What follows belongs to an exercise in optimizing a design on an open flow for small area, a short achievable clock period and few clock cycles per item; a production flow would make more cautious choices. No functional check of the RTL was part of any run shown here.

## flow/design.v (module list and top-level ports; edited modules follow where they fit)
// module img2col: 647 lines
// module res_add: 26 lines
// module bus_out: 19 lines
module img2col (
    input  logic        clk,
    input  logic        nrst,
    input  logic        wb_cyc_i,
    input  logic        wb_stb_i,
    input  logic        wb_we_i,
    input  logic [6:0]  wb_adr_i,
    input  logic [31:0] wb_dat_i,
    output logic        wb_ack_o,
    output logic [31:0] wb_dat_o
);
  // ...
==> flow/run.sh <==
#!/bin/bash
# synth_recipe.tcl (not shown) runs the flow's synth.tcl, then flattens the netlist and writes it again
# the make line also repeats each setting of config.mk as NAME=value (left out here)
make -C /OpenROAD-flow-scripts/flow DESIGN_CONFIG=/design/flow/config.mk WORK_HOME=/design/flow/orfs CLKGATE_MAP_FILE= SYNTH_SCRIPT=/design/flow/synth_recipe.tcl finish
==> flow/config.mk <==
export PLATFORM = sky130hd
export DESIGN_NAME = img2col
export DESIGN_NICKNAME = img2col
export VERILOG_FILES = /design/flow/design.v
export SDC_FILE = /design/flow/constraint.sdc
export NUM_CORES = 4
export LEC_CHECK = 0
export ABC_CLOCK_PERIOD_IN_PS = 4500
export CAP_MARGIN = 10
export CORE_MARGIN = 2
export CORE_UTILIZATION = 60
export CTS_CLUSTER_DIAMETER = 120
export CTS_CLUSTER_SIZE = 24
export SETUP_SLACK_MARGIN = 5.0
export SLEW_MARGIN = 10
export SYNTH_HIERARCHICAL = 1
==> flow/constraint.sdc <==
create_clock -name core_clock -period 10.0 [get_ports {clk}]
set_input_delay 2.0000 -clock core_clock [delete_from_list [all_inputs] [get_ports {clk}]]
set_output_delay 2.0000 -clock core_clock [all_outputs]
set_load 0.01 [all_outputs]
==> results.cfg, run 1 <==
[timing]
period_needed_ns = 5.12
hold-worst-slack_ns = 0.451
setup_viol = 0

[layout]
multi_input_area_um2 = 14000
clock_area_frac = 0.0267
syn_to_final_growth_pct = 6.72

[synth]
synth_common_cells = edfxtp_1, inv_1, fa_1
netlist_instances = 2610
synthAdderAreaFrac = 0.110
syn_avg_cell_area_um2 = 14.2
synth_top_family_by_area = adder cells

[outcome]
status = finished clean

[floorplanning]
core_um2 = 61400
start_util = 0.604

[routing]
ant_nets = 0
first_pass_iters = 6

[clocking]
cts_hold_buf = 0
clk_path_buf_depth = 3

[min_path]
holdCritPathClass = reg2reg
hold_depth = 0

[setup_path]
r2r_cells = 11
r2r_slack_ns = 5.28
worstPathCellList = buf_6 > buf_12 > nor3b_4 > buf_6 > buf_6 > buf_6 > a22o_1 > buf_2
crit_end = wb_dat_o[7]
cpMostUsedCell = buf_6

[global_route]
grt_usage = 0.315
grt_max_degree = 161
grtUsageMet3 = 0.0435
==> module bus_out, before the edit <==
module bus_out (
    input  logic        wb_cyc_i,
    input  logic        wb_stb_i,
    input  logic        wb_we_i,
    input  logic [6:0]  wb_adr_i,
    input  logic        slow2,
    input  logic [8:0]  rsel,        
    input  logic        done,
    input  logic        resv,        
    input  logic [20:0] res,
    output logic        wb_ack_o,
    output logic [31:0] wb_dat_o
);
    logic fast_rd;
    assign fast_rd  = (wb_adr_i[6:2] == 5'b10000) & (wb_adr_i[1] ^ wb_adr_i[0]);
    assign wb_ack_o = wb_cyc_i & wb_stb_i & (wb_we_i | slow2 | fast_rd);
    assign wb_dat_o = slow2 ? {{24{rsel[8]}}, rsel[7:0]}
                    : (wb_adr_i[0] ? {31'd0, done} : ({{11{res[20]}}, res} & {32{resv}}));
endmodule
==> run 2, diff against run 1 <==
--- a/flow/design.v
+++ b/flow/design.v
@@ -18,17 +18,17 @@
     assign wr      = req & wb_we_i;
     assign rd      = req & ~wb_we_i;
     assign idx     = wb_adr_i[4:0];
     assign is_pix  = (wb_adr_i[6:5] == 2'b00) & (idx < 5'd25);
     assign is_wgt  = (wb_adr_i[6:5] == 2'b01) & (idx < 5'd25);
     assign is_ctrl = wb_adr_i == 7'd64;
     assign is_stat = wb_adr_i == 7'd65;
     assign is_res  = wb_adr_i == 7'd66;
-    assign fast_rd = is_stat | is_res;
+    assign fast_rd = wb_adr_i[6:2] == 5'b10000;
     logic       slow1_q, slow2_q;    
     logic [2:0] rgrp_q;
     logic [1:0] rrow_q;
     logic       rpix_q, rwgt_q;
     logic [7:0] pix [0:24];
     logic [7:0] wgt [0:24];
     logic [7:0] reuse [0:19];        
     logic [7:0] nw [0:19];           
@@ -682,14 +682,23 @@
     input  logic [8:0]  rsel,        
     input  logic        done,
     input  logic        resv,        
     input  logic [20:0] res,
     output logic        wb_ack_o,
     output logic [31:0] wb_dat_o
 );
     logic fast_rd;
-    assign fast_rd  = (wb_adr_i[6:2] == 5'b10000) & (wb_adr_i[1] ^ wb_adr_i[0]);
+    assign fast_rd  = wb_adr_i[6:2] == 5'b10000;
     assign wb_ack_o = wb_cyc_i & wb_stb_i & (wb_we_i | slow2 | fast_rd);
-    assign wb_dat_o = slow2 ? {{24{rsel[8]}}, rsel[7:0]}
-                    : (wb_adr_i[0] ? {31'd0, done} : ({{11{res[20]}}, res} & {32{resv}}));
+    always_comb
+    begin
+        if (slow2)
+            wb_dat_o = {{24{rsel[8]}}, rsel[7:0]};
+        else if (wb_adr_i[1:0] == 2'b01)
+            wb_dat_o = {31'd0, done};
+        else if (wb_adr_i[1:0] == 2'b10)
+            wb_dat_o = {{11{res[20]}}, res} & {32{resv}};
+        else
+            wb_dat_o = 32'd0;
+    end
 endmodule
 `default_nettype wire
==> run 2 against run 1 <==
Effect of this change: still clean; fmax up 2.1%; critical path depth shrank 2; utilization increased by 0.39 points; sequential share of layout area decreased by 0.51 points; worst setup slack gained 0.10 ns; critical path type unchanged; critical endpoint is now wb_dat_o[27].
==> results.cfg, run 2 <==
[placement]
io_buffer_count = 52
place_area_um2 = 38300
gp_congestion = 0.922
dp_hpwl_um = 67500
pre_cts_slack_ns = 3.29

[min_path]
holdCritPathClass = reg2reg

[synth]
ys_seq_area_frac = 0.581
synth_compound_area_frac = 0.0939
synth_ff_type = edfxtp_1
synthAdderAreaFrac = 0.109
synth_mux_area_frac = 0.0705
syn_avg_cell_area_um2 = 14.1
synthSimpleGateAreaFrac = 0.0504
synth_top_area_cell = edfxtp_1
synth_edf_count = 646
synth_common_cells = edfxtp_1, inv_1, fa_1
synth_nets = 2911
ys_warn_count = 24
synthDistinctLibCells = 100
synthTopCellsByArea = edfxtp_1, fa_1, mux2_2
synth_top_family_by_area = adder cells
synth-xor-area-share = 0.0467
synth_seq_cells = 754
syn-cell-area_um2 = 37300
yosys.area.top_type_share = 0.520
yosysMostFrequentCell = edfxtp_1
synth-async-reset-ratio = 0.0252
netlist_instances = 2646

[timing]
hold_viol_final = 0
setup_slack_ns = 4.99
rsz0062_at_grt = yes
slew_headroom = 0.182
skew_ns = 0.0391
worst_pin_slew_ns = 1.22
setup_viol = 0
finalSetupTns_ns = 0
period_needed_ns = 5.01
finalCritPeriodShare = 0.501
slew_viol_final = 0
clock.fmax_mhz = 199

[global_route]
antenna_found_initial = 2
grt_usage = 0.313
grt_pass1_vias = 22100
grt_pass1_wl_um = 145000
grt_max_degree = 162
grt_overflow = 0

[setup_path]
slowest_delay_ns = 0.34
crit_required_ns = 8.00
cpMaxStageDelayCell = nand4bb_4
worstPathCellList = buf_12 > nand4bb_4 > o21ai_4 > buf_6 > buf_6 > clkbuf_2
cpMostUsedCell = buf_6
cp.arrival_ns = 3.01
cp-start-kind = primary input
cp-end-kind = output pin
cp_max_fo = 5
path_class = in2out

[layout]
drive_gt1_frac = 0.171
final_cell_mix = edfxtp_1, inv_1, fa_1, mux2_2, a22oi_1
top_regs = pix: 200 flops, wgt: 200 flops, reuse: 160 flops
syn_to_final_growth_pct = 7.17
fillers = 4466
design_area_um2 = 40000
final_common_cell = edfxtp_1
fin_nets = 2878
fin_util = 0.649

[routing]
vias = 22100
drtIter0Drc = 3157
vias_per_cell = 6.35
wirelength_um = 99200
wl_per_cell_um = 28.5
route.detailed.drc = 0
ant_nets = 0
first_pass_iters = 7

[clocking]
clock_sinks = 754
clkLatencyLatePin_ns = 0.62
cts-buffers-inserted = 37
cts_hold_buf = 0
clkTransAtPathRegs_ns = 0.09
tritoncts = yes
htree_levels = 2
cts_root_buffer = clkbuf_16
clk_path_buf_depth = 3

[floorplanning]
start_util = 0.605
die_area_um2 = 64200
die_width_um = 253
core_um2 = 61600
io_pins = 77
fp.dieH_um = 253
rows = 91

[job]
cap_violations = 0

[outcome]
status = finished clean
run 2: changes by cell type after synthesis, sizes merged, moves of 6 or more:
cell   before  now
inv       233  250
a21oi      30   37
o21ai      25   46
and3       10    4
a21o       18    3
run 2: cell type report:
cell class / count / area, µm² / area share
well taps: 837 / 1050 / 0.0262
clock buffers: 64 / 1050 / 0.0262
flip-flops and latches: 754 / 21700 / 0.542
clock inverters: 4 / 60.1 / 0.00150
multi-input cells: 1445 / 14200 / 0.355
inverters: 253 / 961 / 0.0240
repair buffers: 122 / 967 / 0.0242
diodes: 1 / 2.50 / 0.0000626
run 2: logic make-up after synthesis:
family,Yosys count
flip-flops,754
buffers and inverters,448
AO/OA/AOI/OAI,444
AND/OR/NAND/NOR,359
adder cells (fa/ha/maj),221
multiplexers,221
XOR/XNOR,198
other,1
run 2: stage by stage:
step | std cells | hold slack [ns]
6_report | 3480 | 0.458
3_3_place_gp | 3370 | 0.430
5_1_grt | 3480 | 0.464
2_1_floorplan | 2646 | 0.352
4_1_cts | 3464 | 0.456
3_5_place_dp | 3370 | 0.436
run 2: what timing repair did:
action                     4_1_cts  5_1_grt
pin swaps                        6       23
setup endpoints to repair      304       52
resized for setup              123      110
buffers inserted                25       15
gates cloned                     1        0
run 2: layer usage:
metal / wire length (µm) / up-vias / part of all wire / GRT usage
met4: 3670 / 2 / 0.037 / 0.113
li1: - / 9574 / - / -
met3: 8740 / 170 / 0.088 / 0.0515
met5: 13 / - / 0.00013 / 0
met2: 45200 / 1110 / 0.46 / 0.478
met1: 41500 / 11300 / 0.42 / 0.457
run 2: worst max-delay path: cells and delay by family:
family | cells | cell delay (ns)
buffers and inverters | 4 | 0.44
AND/OR/NAND/NOR | 1 | 0.34
AO/OA/AOI/OAI | 1 | 0.23
run 2: final timing paths:
path | slack [ns] | endpoint | cells after the start | startpoint
worst max-delay path | 4.99 | wb_dat_o[27] | 6 | wb_adr_i[0]
worst min-delay path | 0.46 | reuse[16][5] | 0 | pix[21][5]
worst max register to register | 5.33 | r_c[11] | 12 | bn0[1]
worst min register to register | 0.46 | reuse[16][5] | 0 | pix[21][5]
max in group asynchronous | 7.37 | lsel_q[3] | 1 | nrst
min in group asynchronous | 1.94 | pend_q | 1 | nrst
run 2: modules after synthesis (local to each module, per instance):
module	cell area, µm²	cells	flip-flops and latches
img2col	35800	2438	754
res_add	1150	151	0
bus_out	357	57	0

==> re-timing with driven ports <==
How much do the figures lean on ideal ports? The routed layouts below were timed once more, with nothing changed but the port constraints. Step 1 sets driving cells, clkbuf_16 on the clock port and buf_2 on the other inputs (assumed; they add their load-dependent delay and slew). Step 2 moves the port delays by t, midway between the first and last clock arrival at a register: inputs arrive t later, outputs are due t later. That takes back most of the time a late clock gives input paths. Slacks: ideal / step 1 / step 2; pairs: ideal / step 1.
run	t (ns)	slack for setup (ns)	slew at the worst register clock pin (ns)
run 1	0.647	4.882 / 4.849 / 4.459	0.11 / 0.11
run 2	0.663	4.987 / 4.941 / 4.460	0.10 / 0.10
After both steps setup and hold are still met in every run listed. For run 2, which loses most, drivers alone change the setup slack by -0.046 ns; drivers and shift together by -0.527 ns.
